What follows belongs to an exercise in optimizing a design on an open flow for a short achievable clock period and few clock cycles per item; a production flow would make more cautious choices. The clock input has no modelled driver; a real chip could not lean on it and would need a root buffer or a full tree. Power figures rest on the tool's default switching activity, not on a simulated workload.

==> flow/design.v <==
package lrupr_pkg;
  localparam int FRAMES    = 8;
  localparam int PAGE_BITS = 16;
endpackage
module lru_page_replacement_unit (
  input  logic        clk,
  input  logic        rst_n,
  input  logic        cfg_valid,
  output logic        cfg_ready,
  input  logic [3:0]  cfg_data,
  input  logic        in_tvalid,
  output logic        in_tready,
  input  logic [15:0] in_tdata,    
  input  logic        in_tuser,    
  output logic        out_tvalid,
  input  logic        out_tready,
  output logic [55:0] out_tdata    
);
  localparam int F    = 8;
  localparam int EW   = 22;         
  localparam int FD   = 4;          
  localparam int CAP  = FD + 1;     
  logic [F-1:0] act_r;
  assign cfg_ready = 1'b1;
  always_ff @(posedge clk) begin
    if (!rst_n) begin
      act_r <= '1;
    end else if (cfg_valid) begin
      for (int k = 0; k < F; k++) begin
        act_r[k] <= (k == 0) || (cfg_data > 4'(k));
      end
    end
  end
  logic [15:0]  page_r [F];
  logic [F-1:0] valid_r;
  logic [F-1:0] newer_r [F];    
  logic [F-1:0] wsel_r;
  logic [15:0]  wpg_r;
  logic        in_tready_o;    
  logic        in_nrdy;        
  logic        in_x;
  logic        p0_v;
  logic        p0_nr;
  logic [15:0] p0_pg;
  assign in_tready = in_tready_o;
  assign in_x      = in_tvalid && !in_nrdy;
  always_ff @(posedge clk) begin
    p0_pg <= in_tdata;
    p0_nr <= in_tuser;
    if (!rst_n) p0_v <= 1'b0;
    else        p0_v <= in_x;
  end
  logic         p1_v;
  logic         p1_nr;
  logic [15:0]  p1_pg;
  logic [F-1:0] m_r;       
  logic [F-1:0] pre;       
  logic         eq;        
  logic         eqw;       
  logic [F-1:0] selg;      
  logic [F-1:0] vnx;       
  always_comb begin
    eq  = (p1_pg == p0_pg);
    eqw = (wpg_r == p0_pg);
    for (int k = 0; k < F; k++) begin
      pre[k] = wsel_r[k] ? eqw : (page_r[k] == p0_pg);
    end
  end
  always_ff @(posedge clk) begin
    p1_nr <= p0_nr;
    p1_pg <= p0_pg;
    for (int k = 0; k < F; k++) begin
      m_r[k] <= act_r[k] && p0_v && !p0_nr && (selg[k] ? eq : (vnx[k] && pre[k]));
    end
    if (!rst_n) p1_v <= 1'b0;
    else        p1_v <= p0_v;
  end
  logic [F-1:0] e_r;
  logic [F-1:0] esel_r;    
  logic         empty_r;   
  logic [F-1:0] e_full, esel_full, e2, esel2, e_nr, esel_nr;
  logic         fill;
  logic [F-1:0] old_r [F];
  logic [F-1:0] vsel, ms, msg, m_bef, m_aft;
  logic         hit, empty, nrv;
  logic [F-1:0] nw_n [F];  
  always_comb begin
    hit   = |m_r;
    empty = empty_r;
    nrv   = p1_v && p1_nr;
    for (int k = 0; k < F; k++) begin
      m_bef[k] = 1'b0;
      m_aft[k] = 1'b0;
      for (int j = 0; j < F; j++) begin
        if (j < k && m_r[j]) m_bef[k] = 1'b1;
        if (j > k && m_r[j]) m_aft[k] = 1'b1;
      end
    end
    for (int k = 0; k < F; k++) begin
      vsel[k] = act_r[k];
      for (int j = 0; j < F; j++) begin
        if (j != k && !old_r[j][k]) vsel[k] = 1'b0;
      end
    end
    for (int k = 0; k < F; k++) begin
      ms[k]  = empty ? esel_r[k] : vsel[k];
      msg[k] = ms[k] && p1_v && !p1_nr;
      selg[k] = !m_bef[k] && (m_r[k] || (!m_aft[k] && msg[k]));
    end
    selg[0] = selg[0] || nrv;
    if (nrv) vnx = F'(1);
    else     vnx = valid_r | selg;
    for (int k = 0; k < F; k++) begin
      for (int j = 0; j < F; j++) begin
        if (k < j)      nw_n[k][j] = selg[k] || (!selg[j] && newer_r[k][j]);
        else if (k > j) nw_n[k][j] = !selg[j] && (selg[k] || !newer_r[j][k]);
        else            nw_n[k][j] = 1'b0;
      end
    end
  end
  always_comb begin
    e_full = act_r & ~valid_r;
    e2     = e_r & ~esel_r;
    e_nr   = act_r & ~F'(1);
    for (int k = 0; k < F; k++) begin
      esel_full[k] = e_full[k];
      esel2[k]     = e2[k];
      esel_nr[k]   = e_nr[k];
      for (int j = 0; j < k; j++) begin
        if (e_full[j]) esel_full[k] = 1'b0;
        if (e2[j])     esel2[k]     = 1'b0;
        if (e_nr[j])   esel_nr[k]   = 1'b0;
      end
    end
    fill = !hit && empty_r;
  end
  always_ff @(posedge clk) begin
    if (!rst_n) begin
      valid_r <= '0;
      e_r     <= '1;
      esel_r  <= F'(1);
      empty_r <= 1'b1;
    end else begin
      valid_r <= vnx;
      if (!p1_v) begin
        e_r     <= e_full;
        esel_r  <= esel_full;
        empty_r <= |e_full;
      end else if (p1_nr) begin
        e_r     <= e_nr;
        esel_r  <= esel_nr;
        empty_r <= |e_nr;
      end else if (fill) begin
        e_r     <= e2;
        esel_r  <= esel2;
        empty_r <= |e2;
      end
    end
    for (int k = 0; k < F; k++) begin
      for (int j = 0; j < F; j++) begin
        if (k < j)  newer_r[k][j] <= nw_n[k][j];
        if (j != k) old_r[j][k]   <= !act_r[j] || nw_n[j][k];
      end
    end
  end
  always_ff @(posedge clk) begin
    wpg_r <= p1_pg;
    if (!rst_n) wsel_r <= '0;
    else        wsel_r <= selg;
    for (int k = 0; k < F; k++) begin
      if (wsel_r[k]) page_r[k] <= wpg_r;
    end
  end
  logic         p2_v;
  logic         p2_nr;
  logic         p2_hit;
  logic         p2_ev;
  logic [F-1:0] p2_slot;
  logic [15:0]  p2_evpg;
  logic [15:0]  evpg;
  logic [2:0]   slot_enc;
  logic [EW-1:0] p2_d;
  always_comb begin
    evpg = '0;
    for (int k = 0; k < F; k++) begin
      if (vsel[k]) evpg = evpg | (wsel_r[k] ? wpg_r : page_r[k]);
    end
  end
  always_ff @(posedge clk) begin
    p2_nr   <= p1_nr;
    p2_hit  <= hit;
    p2_ev   <= !hit && !empty && !p1_nr;
    p2_slot <= selg;
    p2_evpg <= evpg;
    if (!rst_n) p2_v <= 1'b0;
    else        p2_v <= p1_v;
  end
  always_comb begin
    slot_enc = '0;
    for (int k = 0; k < F; k++) begin
      if (p2_slot[k]) slot_enc = slot_enc | 3'(k);
    end
    p2_d = {p2_nr, (p2_ev ? p2_evpg : 16'd0), p2_ev, slot_enc, p2_hit};
  end
  logic [EW-1:0] fifo [FD];
  logic [FD-1:0] occ;
  logic [FD-1:0] wpos;
  logic          out_v_o;      
  logic          out_nv;       
  logic [20:0]   out_d;        
  logic [20:0]   out_d_c;      
  logic [31:0]   fault_o;      
  logic [31:0]   fault_c;      
  logic [7:0]    flo;          
  logic [23:0]   fhi;          
  logic [23:0]   fhip;         
  logic [12:0]   fhip_lo;      
  logic [11:0]   fhi_hi;       
  logic          fhi_all1;     
  logic          lo_all1, finc;
  logic [31:0]   fault_inc;
  logic [31:0]   fault_nx;
  logic [EW-1:0] head;
  logic          head_v;
  logic          load, pop, upd, out_x;
  logic [2:0]    cnt;
  logic [2:0]    cnt_inc, cnt_dec;
  logic          rdy_inc;
  assign load   = out_nv || out_tready;
  assign pop    = load && occ[0];
  assign head   = occ[0] ? fifo[0] : p2_d;
  assign head_v = occ[0] || p2_v;
  assign upd    = load && head_v;
  assign out_x  = !out_nv && out_tready;
  always_comb begin
    for (int i = 0; i < FD; i++) begin
      wpos[i] = !occ[i] && ((i == 0) || occ[i-1]);
    end
    fault_c   = {fhi, flo};
    lo_all1   = &flo;
    finc      = !head[0] && !(lo_all1 && fhi_all1);
    fault_inc = {(lo_all1 ? fhip : fhi), flo + 8'd1};
    if (head[EW-1]) fault_nx = 32'd1;
    else if (finc)  fault_nx = fault_inc;
    else            fault_nx = fault_c;
    cnt_inc = cnt + 3'd1;
    cnt_dec = cnt - 3'd1;
    rdy_inc = (cnt_inc < 3'(CAP));
  end
  always_ff @(posedge clk) begin
    for (int i = 0; i < FD; i++) begin
      if (pop) begin
        fifo[i] <= (i + 1 < FD && occ[(i + 1) % FD]) ? fifo[(i + 1) % FD] : p2_d;
      end else if (wpos[i]) begin
        fifo[i] <= p2_d;
      end
    end
    fhip_lo  <= {1'b0, fhi[11:0]} + 13'd1;
    fhi_hi   <= fhi[23:12];
    fhip     <= {fhi_hi + 12'(fhip_lo[12]), fhip_lo[11:0]};
    fhi_all1 <= &fhi;
    if (load) out_d_c <= head[20:0];
    out_d <= load ? (head_v ? head[20:0] : 21'd0) : out_d_c;
    if (!rst_n) begin
      occ         <= '0;
      out_v_o     <= 1'b0;
      out_nv      <= 1'b1;
      flo         <= '0;
      fhi         <= '0;
      fault_o     <= '0;
      cnt         <= '0;
      in_tready_o <= 1'b1;
      in_nrdy     <= 1'b0;
    end else begin
      for (int i = 0; i < FD; i++) begin
        if (pop) occ[i] <= ((i + 1 < FD) && occ[(i + 1) % FD]) || (p2_v && occ[i]);
        else     occ[i] <= occ[i] || (p2_v && !load && wpos[i]);
      end
      out_v_o <= !load || head_v;
      out_nv  <= load && !head_v;
      if (upd) begin
        flo  <= fault_nx[7:0];
        fhi  <= fault_nx[31:8];
      end
      fault_o <= upd ? fault_nx : (load ? 32'd0 : fault_c);
      if (in_x && !out_x) begin
        cnt         <= cnt_inc;
        in_tready_o <= rdy_inc;
        in_nrdy     <= !rdy_inc;
      end else if (!in_x && out_x) begin
        cnt         <= cnt_dec;
        in_tready_o <= 1'b1;
        in_nrdy     <= 1'b0;
      end
    end
  end
  assign out_tvalid = out_v_o;
  assign out_tdata  = {3'b000, fault_o, out_d};
endmodule
export LEC_CHECK = 0
export ABC_CLOCK_PERIOD_IN_PS = 500
export CAP_MARGIN = 20
export CORE_MARGIN = 2
export CORE_UTILIZATION = 40
export SETUP_SLACK_MARGIN = 3.3
export SLEW_MARGIN = 20
create_clock -name core_clock -period 5.0 [get_ports {clk}]
standard.sh (not shown) runs the stock make flow with config.mk's settings and CLKGATE_MAP_FILE= SYNTH_SCRIPT=/design/flow/synth_recipe.tcl, a recipe that flattens the netlist after the stock synthesis.
==> flow/flow/run.sh <==
#!/bin/bash
# The standard layout, with the clock tree built by flow/mcts_hook.tcl before
# the cts step (two buffer levels: root buffers fed by the clk port, then leaf
# buffers next to the flip-flops). All of make's output goes to standard.log;
# each ORFS step also keeps its own log under orfs/logs.
set -euo pipefail
export PRE_CTS_TCL="$PWD/flow/mcts_hook.tcl"
bash standard.sh > standard.log 2>&1
==> flow/flow/mcts.tcl <==
# Clock tree built by hand: the clk port feeds R root buffers (R <= 4); each root
# buffer feeds the leaf buffers of its part of the die; each leaf buffer feeds the
# flip-flops nearest to it. Groups come from k-means on locations.
proc mcts_kmeans {xs ys K {cap 0}} {
  set n [llength $xs]
  set idx [lsort -command [list apply {{xs a b} {expr {[lindex $xs $a] < [lindex $xs $b] ? -1 : 1}}} $xs] [lsearch -all $xs *]]
  set cx {}; set cy {}
  for {set k 0} {$k < $K} {incr k} {
    set i [lindex $idx [expr {int(($k + 0.5) * $n / $K)}]]
    lappend cx [lindex $xs $i]; lappend cy [lindex $ys $i]
  }
  set asg [lrepeat $n 0]
  for {set it 0} {$it < 40} {incr it} {
    set cnt [lrepeat $K 0]
    for {set i 0} {$i < $n} {incr i} {
      set best 0; set bd 1e30
      set x [lindex $xs $i]; set y [lindex $ys $i]
      for {set k 0} {$k < $K} {incr k} {
        set dx [expr {$x - [lindex $cx $k]}]; set dy [expr {$y - [lindex $cy $k]}]
        set d [expr {$dx * $dx + $dy * $dy}]
        if {$d < $bd} { set bd $d; set best $k }
      }
      lset asg $i $best
      lset cnt $best [expr {[lindex $cnt $best] + 1}]
    }
    set sx [lrepeat $K 0.0]; set sy [lrepeat $K 0.0]
    for {set i 0} {$i < $n} {incr i} {
      set k [lindex $asg $i]
      lset sx $k [expr {[lindex $sx $k] + [lindex $xs $i]}]
      lset sy $k [expr {[lindex $sy $k] + [lindex $ys $i]}]
    }
    for {set k 0} {$k < $K} {incr k} {
      if {[lindex $cnt $k] > 0} {
        lset cx $k [expr {[lindex $sx $k] / [lindex $cnt $k]}]
        lset cy $k [expr {[lindex $sy $k] / [lindex $cnt $k]}]
      }
    }
  }
  if {$cap > 0} {
    # final assignment with at most cap sinks per group, nearest pairs first
    set pairs {}
    for {set i 0} {$i < $n} {incr i} {
      set x [lindex $xs $i]; set y [lindex $ys $i]
      for {set k 0} {$k < $K} {incr k} {
        set dx [expr {$x - [lindex $cx $k]}]; set dy [expr {$y - [lindex $cy $k]}]
        lappend pairs [list [expr {$dx * $dx + $dy * $dy}] $i $k]
      }
    }
    set pairs [lsort -real -index 0 $pairs]
    set done [lrepeat $n 0]
    set cnt [lrepeat $K 0]
    foreach pr $pairs {
      lassign $pr d i k
      if {[lindex $done $i] || [lindex $cnt $k] >= $cap} { continue }
      lset done $i 1
      lset asg $i $k
      lset cnt $k [expr {[lindex $cnt $k] + 1}]
    }
  }
  return [list $asg $cx $cy $cnt]
}

proc mcts_build {R K root_master leaf_master} {
  set block [ord::get_db_block]
  set db [ord::get_db]
  set clknet [$block findNet clk]
  set sinks [$clknet getITerms]
  set n [llength $sinks]
  if {$K <= 0} {
    # about 17 flip-flops per leaf buffer
    set K [expr {max(8, int(round($n / 17.0)))}]
  }
  set xs {}; set ys {}
  foreach it $sinks {
    set bb [[$it getInst] getBBox]
    lappend xs [expr {([$bb xMin] + [$bb xMax]) / 2.0}]
    lappend ys [expr {([$bb yMin] + [$bb yMax]) / 2.0}]
  }
  lassign [mcts_kmeans $xs $ys $K [expr {int(ceil(1.15 * $n / $K))}]] asg cx cy cnt
  puts "MCTS sinks $n leaves $K sizes $cnt"
  lassign [mcts_kmeans $cx $cy $R] rasg rx ry rcnt
  puts "MCTS roots $R sizes $rcnt"
  set rm [$db findMaster $root_master]
  set lm [$db findMaster $leaf_master]
  set rnets {}
  for {set r 0} {$r < $R} {incr r} {
    set b [odb::dbInst_create $block $rm "mcts_root_$r"]
    $b setLocation [expr {int([lindex $rx $r])}] [expr {int([lindex $ry $r])}]
    $b setPlacementStatus PLACED
    set net [odb::dbNet_create $block "mcts_root_net_$r"]
    $net setSigType CLOCK
    lappend rnets $net
  }
  set lnets {}
  for {set k 0} {$k < $K} {incr k} {
    set b [odb::dbInst_create $block $lm "mcts_leaf_$k"]
    $b setLocation [expr {int([lindex $cx $k])}] [expr {int([lindex $cy $k])}]
    $b setPlacementStatus PLACED
    set net [odb::dbNet_create $block "mcts_leaf_net_$k"]
    $net setSigType CLOCK
    [$b findITerm A] connect [lindex $rnets [lindex $rasg $k]]
    [$b findITerm X] connect $net
    lappend lnets $net
  }
  for {set i 0} {$i < $n} {incr i} {
    set it [lindex $sinks $i]
    $it disconnect
    $it connect [lindex $lnets [lindex $asg $i]]
  }
  for {set r 0} {$r < $R} {incr r} {
    set b [$block findInst "mcts_root_$r"]
    [$b findITerm A] connect $clknet
    [$b findITerm X] connect [lindex $rnets $r]
  }
}
==> flow/flow/mcts_hook.tcl <==
# PRE_CTS_TCL hook: build the clock tree by hand (see mcts.tcl) in place of
# clock_tree_synthesis; the rest of the cts step (legalisation, timing and
# hold repair) runs as usual on this tree.
source [file join [file dirname [info script]] mcts.tcl]
mcts_build 4 0 sky130_fd_sc_hd__clkbuf_16 sky130_fd_sc_hd__clkbuf_16
set_propagated_clock [all_clocks]
proc clock_tree_synthesis {args} {
  puts "clock_tree_synthesis skipped: the clock tree was built by mcts_hook.tcl"
}
The baseline finished clean.
==> next run, changes <==
--- a/flow/flow/mcts.tcl
+++ b/flow/flow/mcts.tcl
@@ -69,4 +68,0 @@
-  if {$K <= 0} {
-    # about 17 flip-flops per leaf buffer
-    set K [expr {max(8, int(round($n / 17.0)))}]
-  }
--- a/flow/flow/mcts_hook.tcl
+++ b/flow/flow/mcts_hook.tcl
@@ -5 +5 @@
-mcts_build 4 0 sky130_fd_sc_hd__clkbuf_16 sky130_fd_sc_hd__clkbuf_16
+mcts_build 4 32 sky130_fd_sc_hd__clkbuf_16 sky130_fd_sc_hd__clkbuf_16
--- a/flow/config.mk
+++ b/flow/config.mk
@@ -8 +8 @@
-export ABC_CLOCK_PERIOD_IN_PS = 500
+export ABC_CLOCK_PERIOD_IN_PS = 1500
The new run went through all stages and came out clean. Synthesized cell count is unchanged. Combinational power came out lower by 5.7%. Power shrinks by 2.1%. Sequential share of layout area rises by 0.98 points. Die area stays the same. Via count drops by 2.0%. Utilization is lower by 1.2 points. Sequential power is about the same. Wire length goes down by 3.0%. Final area drops by 2.2%.
No run of this note included a check of the RTL's function; only the layout flow was run. In every run of this note, the design's own scripts or RTL, not TritonCTS, make the clock network.

[what the ideal ports hide]
Ports are ideal in the flow. The routed layouts listed here were re-timed in OpenROAD.
Step 1, drivers: a clkbuf_16 drives clk and a buf_2 each remaining input, both assumed.
Step 2 also shifts input and output timing later by t, the mid clock arrival at the registers, as if the neighbouring blocks saw the same clock.
Three values: no drivers, after step 1, after step 2; two values: the first two.
run	t, ns	slack for setup (ns)	clock arrival spread, ns
the first run	0.503	2.838 / 2.838 / 2.545	0.076 / 0.077
the second run	0.484	2.823 / 2.823 / 2.565	0.055 / 0.055
After both steps every run listed still meets setup and hold. The setup slack of the first run, which loses most, moves by 0.000 ns with the drivers and by -0.293 ns with both steps.
